This design comes from an exercise in tuning for small area on the open sky130 flow, not from production work.
Function not checked in this run: the RTL went through the layout flow alone.
Power is estimated from default activity; no workload was simulated.

<file path="flow/config.mk">
export PLATFORM = sky130hd
export DESIGN_NAME = csr_counter_unit
export DESIGN_NICKNAME = csr_counter_unit
export VERILOG_FILES = /design/flow/design.v
export SDC_FILE = /design/flow/constraint.sdc
export NUM_CORES = 4
export LEC_CHECK = 0
export CAP_MARGIN = 20
export CORE_MARGIN = 2
export CORE_UTILIZATION = 65
export SLEW_MARGIN = 20
export SYNTH_HIERARCHICAL = 1
</file>
<file path="flow/constraint.sdc">
create_clock -name core_clock -period 6.5 [get_ports {clk}]
set_input_delay 1.3000 -clock core_clock [delete_from_list [all_inputs] [get_ports {clk}]]
set_output_delay 1.3000 -clock core_clock [all_outputs]
set_load 0.01 [all_outputs]
</file>
<file path="flow/design.v">
package core_pkg;
  typedef enum logic [2:0] {
    NO_CSR_OP = 3'd0,
    WRITE_CSR = 3'd1,
    SET_CSR   = 3'd2,
    CLEAR_CSR = 3'd3,
    SYSTEM    = 3'd4
  } csr_op_e;
  typedef logic [4:0] hpm_sel_t;
  localparam logic [11:0] CSR_MCYCLE        = 12'hB00;
  localparam logic [11:0] CSR_MINSTRET      = 12'hB02;
  localparam logic [11:0] CSR_MCYCLEH       = 12'hB80;
  localparam logic [11:0] CSR_MINSTRETH     = 12'hB82;
  localparam logic [11:0] CSR_MCOUNTINHIBIT = 12'h320;
  localparam logic [11:0] CSR_CYCLE         = 12'hC00;
  localparam logic [11:0] CSR_INSTRET       = 12'hC02;
  localparam logic [11:0] CSR_CYCLEH        = 12'hC80;
  localparam logic [11:0] CSR_INSTRETH      = 12'hC82;
  localparam logic [11:0] MHPMCOUNTER3_BASE  = 12'hB03;
  localparam logic [11:0] MHPMCOUNTER3H_BASE = 12'hB83;
  localparam logic [11:0] MHPMEVENT3_BASE    = 12'h323;
  localparam logic [11:0] HPMCOUNTER3_BASE   = 12'hC03;
  localparam logic [11:0] HPMCOUNTER3H_BASE  = 12'hC83;
  function automatic logic [31:0] csr_apply_op(input logic [2:0]  op,
                                               input logic [31:0] old_val,
                                               input logic [31:0] wdata);
    case (op)
      core_pkg::WRITE_CSR: csr_apply_op = wdata;
      core_pkg::SET_CSR:   csr_apply_op = old_val | wdata;
      core_pkg::CLEAR_CSR: csr_apply_op = old_val & ~wdata;
      default:   csr_apply_op = old_val;
    endcase
  endfunction
endpackage
module hpm_counter (
  input  logic        clk,
  input  logic        live,
  input  logic        en,
  input  logic        wr_lo,
  input  logic        wr_hi,
  input  logic        blk_lo,
  input  logic        blk_hi,
  input  logic [31:0] wdata,
  output logic [63:0] count
);
  localparam int B = 16;             
  localparam int NB = 64 / B;
  logic [63:0] count_q, count_d;
  logic [63:0] c, co;   
  logic [NB:0] g;
  logic        keep_lo, keep_hi, en_lo, en_hi;
  always_comb begin
    en_lo = en & ~blk_lo;
    en_hi = en & ~blk_hi;
    g[0] = 1'b1;
    for (int b = 0; b < NB; b++) g[b+1] = g[b] & (&count_q[B*b +: B]);
    for (int b = 0; b < NB; b++) c[B*b] = ((B*b < 32) ? en_lo : en_hi) & g[b];
    keep_lo = ~wr_lo & live;
    keep_hi = ~wr_hi & live;
  end
  for (genvar i = 0; i < 64; i++) begin : g_bit
    if (i % B != 0) begin : g_ci
      assign c[i] = co[i-1];
    end
    if (i == 0) begin : g_b0
      assign co[0] = count_q[0] & c[0];
      assign count_d[0] = wr_lo ? wdata[0] : (live ? count_q[0] ^ c[0] : c[0]);
    end else begin : g_bn
      hpm_bit u_bit (
        .q    (count_q[i]),
        .c    (c[i]),
        .wr   ((i < 32) ? wr_lo : wr_hi),
        .keep ((i < 32) ? keep_lo : keep_hi),
        .w    (wdata[i % 32]),
        .d    (count_d[i]),
        .co   (co[i])
      );
    end
  end
  always_ff @(posedge clk) count_q <= count_d;
  assign count = count_q;
endmodule
module hpm_bit (
  input  logic q,
  input  logic c,
  input  logic wr,
  input  logic keep,
  input  logic w,
  output logic d,
  output logic co
);
  assign d  = (wr & w) | (keep & (q ^ c));
  assign co = q & c;
endmodule
module csr_counter_unit (
  input  logic        clk,
  input  logic        rst_n,
  input  logic        csr_valid_i,
  input  logic [2:0]  csr_op_i,
  input  logic [11:0] csr_addr_i,
  input  logic [31:0] csr_wdata_i,
  output logic [31:0] csr_rdata_o,
  output logic        csr_hit_o,
  output logic        csr_illegal_o,
  input  logic        retire_i,
  input  logic [7:0]  event_i
);
  localparam int NC = 6;
  logic [4:0]  idx;
  logic [6:0]  grp;
  logic        g_mlo, g_mhi, g_ulo, g_uhi, g_evt, idx_lo, impl, is_wr_op, wr_ok;
  logic        cnt_win, evt_win, inh_addr, hit;
  logic [6:0]  idx_is;
  logic [31:0] rdata, wdata_new;
  logic        live_q;
  logic [63:0] cnt [NC];
  logic [4:0]  evt_sel_q [4];
  logic [5:0]  inhibit_q;       
  logic [NC-1:0] cnt_en, wr_lo, wr_hi, rsel_lo, rsel_hi;
  logic [3:0]  wr_evt, rsel_evt;
  logic        wr_inh, rsel_inh;
  always_comb begin
    idx      = csr_addr_i[4:0];
    grp      = csr_addr_i[11:5];
    for (int k = 0; k < 7; k++) idx_is[k] = (idx == 5'(k));
    g_mlo    = (grp == 7'h58);
    g_mhi    = (grp == 7'h5C);
    g_ulo    = (grp == 7'h60);
    g_uhi    = (grp == 7'h64);
    g_evt    = (grp == 7'h19);
    cnt_win  = (g_mlo || g_mhi || g_ulo || g_uhi) && !idx_is[1];
    evt_win  = g_evt && (idx >= 5'd3);
    inh_addr = g_evt && idx_is[0];
    impl     = (idx <= 5'd6);
    is_wr_op = !csr_op_i[2] && (csr_op_i[1:0] != 2'b00);
    hit      = cnt_win || evt_win || inh_addr;
    csr_hit_o     = csr_valid_i && hit;
    csr_illegal_o = csr_valid_i && (((cnt_win || evt_win) && !impl) ||
                                    ((g_ulo || g_uhi) && !idx_is[1] && is_wr_op));
    wr_ok    = csr_valid_i && is_wr_op;
    for (int k = 0; k < NC; k++) begin
      idx_lo = idx_is[(k == 0) ? 0 : k + 1];
      wr_lo[k]   = wr_ok && g_mlo && idx_lo;
      wr_hi[k]   = wr_ok && g_mhi && idx_lo;
      rsel_lo[k] = live_q && (g_mlo || g_ulo) && idx_lo;
      rsel_hi[k] = live_q && (g_mhi || g_uhi) && idx_lo;
    end
    for (int k = 0; k < 4; k++) begin
      wr_evt[k]   = wr_ok && g_evt && idx_is[k + 3];
      rsel_evt[k] = live_q && g_evt && idx_is[k + 3];
    end
    wr_inh   = wr_ok && inh_addr;
    rsel_inh = live_q && inh_addr;
  end
  csr_rmux u_rmux (
    .sel_lo  (rsel_lo),
    .sel_hi  (rsel_hi),
    .sel_evt (rsel_evt),
    .sel_inh (rsel_inh),
    .cnt     ({cnt[5], cnt[4], cnt[3], cnt[2], cnt[1], cnt[0]}),
    .evt     ({evt_sel_q[3], evt_sel_q[2], evt_sel_q[1], evt_sel_q[0]}),
    .inh     ({inhibit_q[5:1], 1'b0, inhibit_q[0]}),
    .rdata   (rdata)
  );
  logic op_w1, op_r1;
  assign op_w1 = !(csr_op_i[1] && csr_op_i[0]);     
  assign op_r1 = csr_op_i[1];                        
  assign wdata_new = (csr_wdata_i & {32{op_w1}}) | (rdata & ~csr_wdata_i & {32{op_r1}});
  assign csr_rdata_o = rdata;
  logic [7:0] evt_ext;
  assign evt_ext = {event_i[6:0], 1'b0};
  always_comb begin
    cnt_en[0] = !(live_q && inhibit_q[0]);
    cnt_en[1] = retire_i && !(live_q && inhibit_q[1]);
    for (int k = 0; k < 4; k++)
      cnt_en[k+2] = live_q && !inhibit_q[k+2] && !evt_sel_q[k][4] &&
                    (evt_sel_q[k][3] ? (evt_sel_q[k][2:0] == 3'd0) && event_i[7]
                                     : evt_ext[evt_sel_q[k][2:0]]);
  end
  logic [NC-1:0] blk_lo, blk_hi;
  csr_wr_dec u_wr_dec (
    .valid (csr_valid_i),
    .op    (csr_op_i),
    .addr  (csr_addr_i),
    .wr_lo (blk_hi),
    .wr_hi (blk_lo)
  );
  for (genvar k = 0; k < NC; k++) begin : g_cnt
    hpm_counter u_cnt (
      .clk   (clk),
      .live  (live_q),
      .en    (cnt_en[k]),
      .wr_lo (wr_lo[k]),
      .wr_hi (wr_hi[k]),
      .blk_lo(blk_lo[k]),
      .blk_hi(blk_hi[k]),
      .wdata (wdata_new),
      .count (cnt[k])
    );
  end
  always_ff @(posedge clk or negedge rst_n) begin
    if (!rst_n) live_q <= 1'b0;
    else        live_q <= 1'b1;
  end
  always_ff @(posedge clk) begin
    for (int k = 0; k < 4; k++)
      evt_sel_q[k] <= ({5{wr_evt[k]}} & wdata_new[4:0]) |
                      ({5{!wr_evt[k] && live_q}} & evt_sel_q[k]);
    inhibit_q <= ({6{wr_inh}} & {wdata_new[6:2], wdata_new[0]}) |
                 ({6{!wr_inh && live_q}} & inhibit_q);
  end
endmodule
module csr_wr_dec (
  input  logic        valid,
  input  logic [2:0]  op,
  input  logic [11:0] addr,
  output logic [5:0]  wr_lo,
  output logic [5:0]  wr_hi
);
  logic wr_ok;
  assign wr_ok = valid && !op[2] && (op[1:0] != 2'b00);
  for (genvar k = 0; k < 6; k++) begin : g_k
    assign wr_lo[k] = wr_ok && (addr == 12'hB00 + 12'((k == 0) ? 0 : k + 1));
    assign wr_hi[k] = wr_ok && (addr == 12'hB80 + 12'((k == 0) ? 0 : k + 1));
  end
endmodule
module csr_rmux (
  input  logic [5:0]      sel_lo,
  input  logic [5:0]      sel_hi,
  input  logic [3:0]      sel_evt,
  input  logic            sel_inh,
  input  logic [6*64-1:0] cnt,
  input  logic [19:0]     evt,
  input  logic [6:0]      inh,
  output logic [31:0]     rdata
);
  logic [31:0] xtra;        
  always_comb begin
    xtra = '0;
    for (int k = 0; k < 4; k++)
      xtra = xtra | {27'd0, {5{sel_evt[k]}} & evt[5*k +: 5]};
    xtra = xtra | {25'd0, {7{sel_inh}} & inh};
  end
  for (genvar b = 0; b < 32; b++) begin : g_bit
    logic [11:0] dat;
    for (genvar k = 0; k < 6; k++) begin : g_k
      assign dat[2*k]   = cnt[64*k + b];
      assign dat[2*k+1] = cnt[64*k + 32 + b];
    end
    if (b < 7) begin : g_x
      csr_rmux_bitx u_bit (
        .sel ({sel_hi[5], sel_lo[5], sel_hi[4], sel_lo[4], sel_hi[3], sel_lo[3],
               sel_hi[2], sel_lo[2], sel_hi[1], sel_lo[1], sel_hi[0], sel_lo[0]}),
        .dat (dat), .x (xtra[b]), .y (rdata[b]));
    end else begin : g_n
      csr_rmux_bit u_bit (
        .sel ({sel_hi[5], sel_lo[5], sel_hi[4], sel_lo[4], sel_hi[3], sel_lo[3],
               sel_hi[2], sel_lo[2], sel_hi[1], sel_lo[1], sel_hi[0], sel_lo[0]}),
        .dat (dat), .y (rdata[b]));
    end
  end
endmodule
module csr_rmux_bit (
  input  logic [11:0] sel,
  input  logic [11:0] dat,
  output logic        y
);
  logic [3:0] t_n;
  for (genvar j = 0; j < 4; j++) begin : g_t
    csr_aoi3 u_t (.s(sel[3*j +: 3]), .d(dat[3*j +: 3]), .y_n(t_n[j]));
  end
  assign y = ~(&t_n);
endmodule
module csr_rmux_bitx (
  input  logic [11:0] sel,
  input  logic [11:0] dat,
  input  logic        x,
  output logic        y
);
  logic [3:0] t_n;
  for (genvar j = 0; j < 4; j++) begin : g_t
    csr_aoi3 u_t (.s(sel[3*j +: 3]), .d(dat[3*j +: 3]), .y_n(t_n[j]));
  end
  assign y = ~(&t_n) | x;
endmodule
module csr_aoi3 (
  input  logic [2:0] s,
  input  logic [2:0] d,
  output logic       y_n
);
  assign y_n = ~(|(s & d));
endmodule
</file>
<file path="flow/flow/run.sh">
#!/bin/bash
set -euo pipefail
export CTS_ARGS="-sink_clustering_enable -repair_clock_nets -dont_use_dummy_load -sink_clustering_size 24 -sink_clustering_max_diameter 100 -buf_list sky130_fd_sc_hd__clkbuf_16"
export BUFFER_PORTS_ARGS="-buffer_cell sky130_fd_sc_hd__buf_1"
export REMOVE_ABC_BUFFERS=1
export RECOVER_POWER=100
bash standard.sh > flow_run.log 2>&1
</file>
<file path="flow/standard.sh">
#!/bin/bash
# synth_recipe.tcl (not shown) runs the flow's synth.tcl, then flattens the netlist and writes it again
# the make line also repeats each setting of config.mk as NAME=value (left out here)
make -C /OpenROAD-flow-scripts/flow DESIGN_CONFIG=/design/flow/config.mk WORK_HOME=/design/flow/orfs CLKGATE_MAP_FILE= SYNTH_SCRIPT=/design/flow/synth_recipe.tcl "${@:-finish}"
</file>
==> summary.txt <==
-- synthesized netlist by cell type, types with 8 or more instances --
| library cell | instances |
|---|---|
| a21oi_1 | 68 |
| or4_4 | 13 |
| a22o_1 | 378 |
| mux2i_1 | 42 |
| nor4_2 | 16 |
| a222oi_1 | 133 |
| nor2_1 | 34 |
| dfxtp_1 | 410 |
| ha_1 | 384 |
| clkbuf_1 | 15 |
| nand3b_1 | 8 |
| nand2_1 | 47 |
| nor2b_1 | 28 |
| nand4b_1 | 11 |
| nand4_1 | 98 |
-- cell families after synthesis --
family | after synthesis | share of synthesized area, %
AO/OA/AOI/OAI | 611 | 24.9
buffers and inverters | 27 | 0.557
other | 2 | 0.0359
flip-flops | 411 | 39.4
multiplexers | 44 | 2.15
AND/OR/NAND/NOR | 314 | 9.95
adder cells (fa/ha/maj) | 384 | 23.0
-- Yosys stat by module (local to each module, per instance) --
module,area (sq um),cells,copies in the design,flops+latches
csr_wr_dec,322,34,1,0
csr_rmux_bitx,12.5,2,7,0
hpm_bit,21.3,2,378,0
csr_rmux_bit,6.26,1,25,0
csr_aoi3,10.0,1,128,0
csr_counter_unit,2090,279,1,27
csr_rmux,119,17,1,0
hpm_counter,1470,90,6,64
-- flip-flops by register name, indices dropped and copies added, names as in the netlist --
| signal | flops |
|---|---|
| g_cnt.u_cnt.count_q | 384 |
| evt_sel_q | 20 |
| inhibit_q | 6 |
| live_q | 1 |
-- repair_timing --
item                                   4_1_cts  5_1_grt
endpoints found under the hold margin        0        0
resized for setup                            0        4
setup endpoints to repair                    0        4
-- where the power goes --
group / internal, W / switching (W) / leakage (nW)
clock: 0.000580 / 0.000827 / 0.259
combinational: 0.0000526 / 0.000181 / 7.04
sequential: 0.00252 / 0.00000695 / 3.31
total: 0.00315 / 0.00102 / 10.6
-- worst max path at each step --
stage,start,to,slack [ns],depth (start not counted)
finish,csr_op_i[1],g_cnt[4].u_cnt.count_q[59]$_DFF_P_,0.21,10
global route,event_i[7],g_cnt[4].u_cnt.count_q[63]$_DFF_P_,0.005,25
CTS,event_i[6],g_cnt[5].u_cnt.count_q[63]$_DFF_P_,0.1,26
detailed placement,event_i[6],g_cnt[5].u_cnt.count_q[63]$_DFF_P_,-0.47,26
global placement,event_i[7],g_cnt[5].u_cnt.count_q[63]$_DFF_P_,-0.42,25
floorplan,csr_addr_i[3],g_cnt[0].u_cnt.count_q[47]$_DFF_P_,0.61,22
-- final cells by class --
class | instances | area [sq um]
sequential | 411 | 8230
antenna | 1 | 2.50
clock buffer | 21 | 526
tap | 402 | 503
multi-input combinational | 1355 | 12600
fill | 2500 | 8850
inverter | 6 | 22.5
timing repair buffer | 182 | 910
-- stage by stage --
stage | area (sq um) | power (W)
after floorplan | 20800 | 0.00269
after global placement | 22500 | 0.00282
after detailed placement | 22500 | 0.00282
after CTS | 23000 | 0.00417
after global routing | 22800 | 0.00426
final | 22800 | 0.00417
-- worst max-delay path, stage by stage --
cell      delay (ns)
clkbuf_1        0.09
clkbuf_1        1.61
nor2_1          0.20
nor4b_1         0.48
nand3_1         0.38
nor2_2          0.17
clkbuf_1        1.32
nor2b_2         0.44
clkbuf_4        0.41
a22o_1          0.29
-- per-layer routing --
metal / share of wire (%) / routed length [microns] / vias to the layer above / global-route usage [%]
li1: - / - / 7975 / -
met1: 41 / 27900 / 8746 / 54.4
met2: 44 / 29900 / 1042 / 62.8
met3: 12 / 7900 / 159 / 8.34
met4: 3.6 / 2460 / 2 / 13.0
met5: 0.019 / 13 / - / 0
-- layout by cell type (no fill, tap or decap), types with 3 or more instances in the layout --
master	netlist	routed
nand4b_1	11	11
nor4_1	2	9
buf_1	4	90
nand3b_1	8	8
a22o_1	378	378
ha_1	384	384
a22oi_1	5	5
nor2_1	34	16
a31oi_1	4	4
clkbuf_2	0	10
nor2b_1	28	20
nor3_4	4	4
nand4_1	98	98
mux2i_1	42	42
nand3_1	7	7
buf_4	0	55
nor4b_1	5	5
a222oi_1	133	133
nor3b_1	6	6
or4b_1	3	3
nor3_1	6	6
clkbuf_1	15	25
or4bb_1	5	5
o21ai_0	6	6
nor4_2	16	8
clkbuf_16	0	21
dfxtp_1	410	410
nor2b_2	0	8
nor2_2	0	18
a21oi_1	68	66
o211ai_1	5	5
and2_1	5	6
inv_1	6	6
nand2_1	47	47
a21o_1	5	5
or4_1	7	9
or4_4	13	11
==> reports/results.ini <==
[outcome]
status = finished with violations
violations = max-capacitance violations, max-slew violations

[placed_design]
dp.cells = 2356
gp_congestion = 0.955
io_buffers = 92
pre_cts_slack_ns = -0.472
dpl.hpwl_microns = 49700

[clock_network]
cts_buffers = 21
cts_max_path_buffers = 3
clk_pin_slew_worst_paths_ns = 0.10
cts_hold_buf = 0
cts-htree-levels = 1
clockRootBuffer = clkbuf_16
worstSkewPairLatency_ns = 0.55
cts_setup_buffers = 0
tritoncts = done
cts_sinks = 411

[worst_setup_path]
worstPathArrival_ns = 6.73
cp_max_fo = 34
reg2reg_to = g_cnt[2].u_cnt.count_q[63]$_DFF_P_
startpoint_type = primary input
critPathRequiredTime_ns = 6.94
path_class = primary input to flip-flop
end_kind = flip-flop
rr_worst_depth = 25
reg2reg_slack_ns = 0.66
r2r_start = evt_sel_q[0][0]$_DFF_P_

[timing]
finalHoldViolCount = 0
rsz0062_at_grt = no
setup_viol = 0
finClkSkew_ns = 0.0597
period_needed_ns = 6.29
max_freq_mhz = 159
setup_ws_ns = 0.206
slew_headroom_pct = -50.2
slew_viol_final = 272
timing.final.crit_share_pct = 96.8
worst_hold_slack_ns = 0.491
setup-tns-final_ns = 0
tightest_slew_ns = 2.25

[final_layout]
nNetsFinal = 2420
fin_util_pct = 72.0
layout.cells.non_filler = 2378
syn_to_final_growth_pct = 8.98
drive_gt1_share_pct = 7.39

[logic_synthesis]
syn_area_sq_um = 20900
async_flop_share_pct = 0.243
synth_top_area_share_pct = 39.3
yosysUniqueCellTypes = 48
synth_edf_count = 0
ys.flop_type = dfxtp_1
ys_seq_elements = 411
synthCells = 1793
synth_warnings = 72
yosysTopAreaCell = dfxtp_1
synth_area_leaders = dfxtp_1 (39%), ha_1 (23%), a22o_1 (16%), a222oi_1 (6.4%), nand4_1 (2.9%)
syn_avg_cell_area_sq_um = 11.7
seq_area_frac_synth_pct = 39.4

[grt]
grt_pass1_vias = 16900
grt_max_degree = 35
grt_pass1_wl_microns = 102000
track_usage_pct = 39.8
antenna_found_initial = 1
grt_overflow = 0

[detailed_routing]
routed-via-count = 17900
firstDrtPassIters = 8
wire_per_inst_microns = 28.7
via_per_inst = 7.54
antenna_left = 0
drtIter0Drc = 2462
post-route-drc-count = 0
finalWirelength_microns = 68200

[power_and_ir_drop]
power_density_nw_per_um2 = 183
leakage_nw = 10.6
irDropWorstVdd_v = 0.000173

[floorplanning]
die_h_microns = 183
ios = 93
start_util_pct = 66.1
core_area_sq_um = 31600
die_w_microns = 183
row_count = 65
die_area_sq_um = 33600

[worst_hold_path]
hp-class = primary input to asynchronous set/reset pin

[run]
cap_violations = 12

-- what the ideal ports hide --
In the flow no input, the clock included, has a driving cell. The finished layout below was timed again as built, in two steps.
Step 1 (the two cells are an assumption about what drives the block):
set clk [get_ports {clk}]
set_driving_cell -lib_cell sky130_fd_sc_hd__clkbuf_16 $clk
set_driving_cell -lib_cell sky130_fd_sc_hd__buf_2 [delete_from_list [all_inputs] $clk]
Step 2 times the ports against the registers' clock, not the clock port: input delays grow and output delays shrink by t, the midpoint of the rising clock arrivals with the driver on.
Slacks: ideal / step 1 / step 2; pairs: ideal / step 1.
t (ns): 0.577
setup slack, ns: 0.206 / 0.239 / -0.338
worst setup path at the end: input to register
latest minus earliest clock arrival (ns): 0.060 / 0.060
For this run, drivers alone change the setup slack by +0.033 ns; drivers and shift together by -0.544 ns.
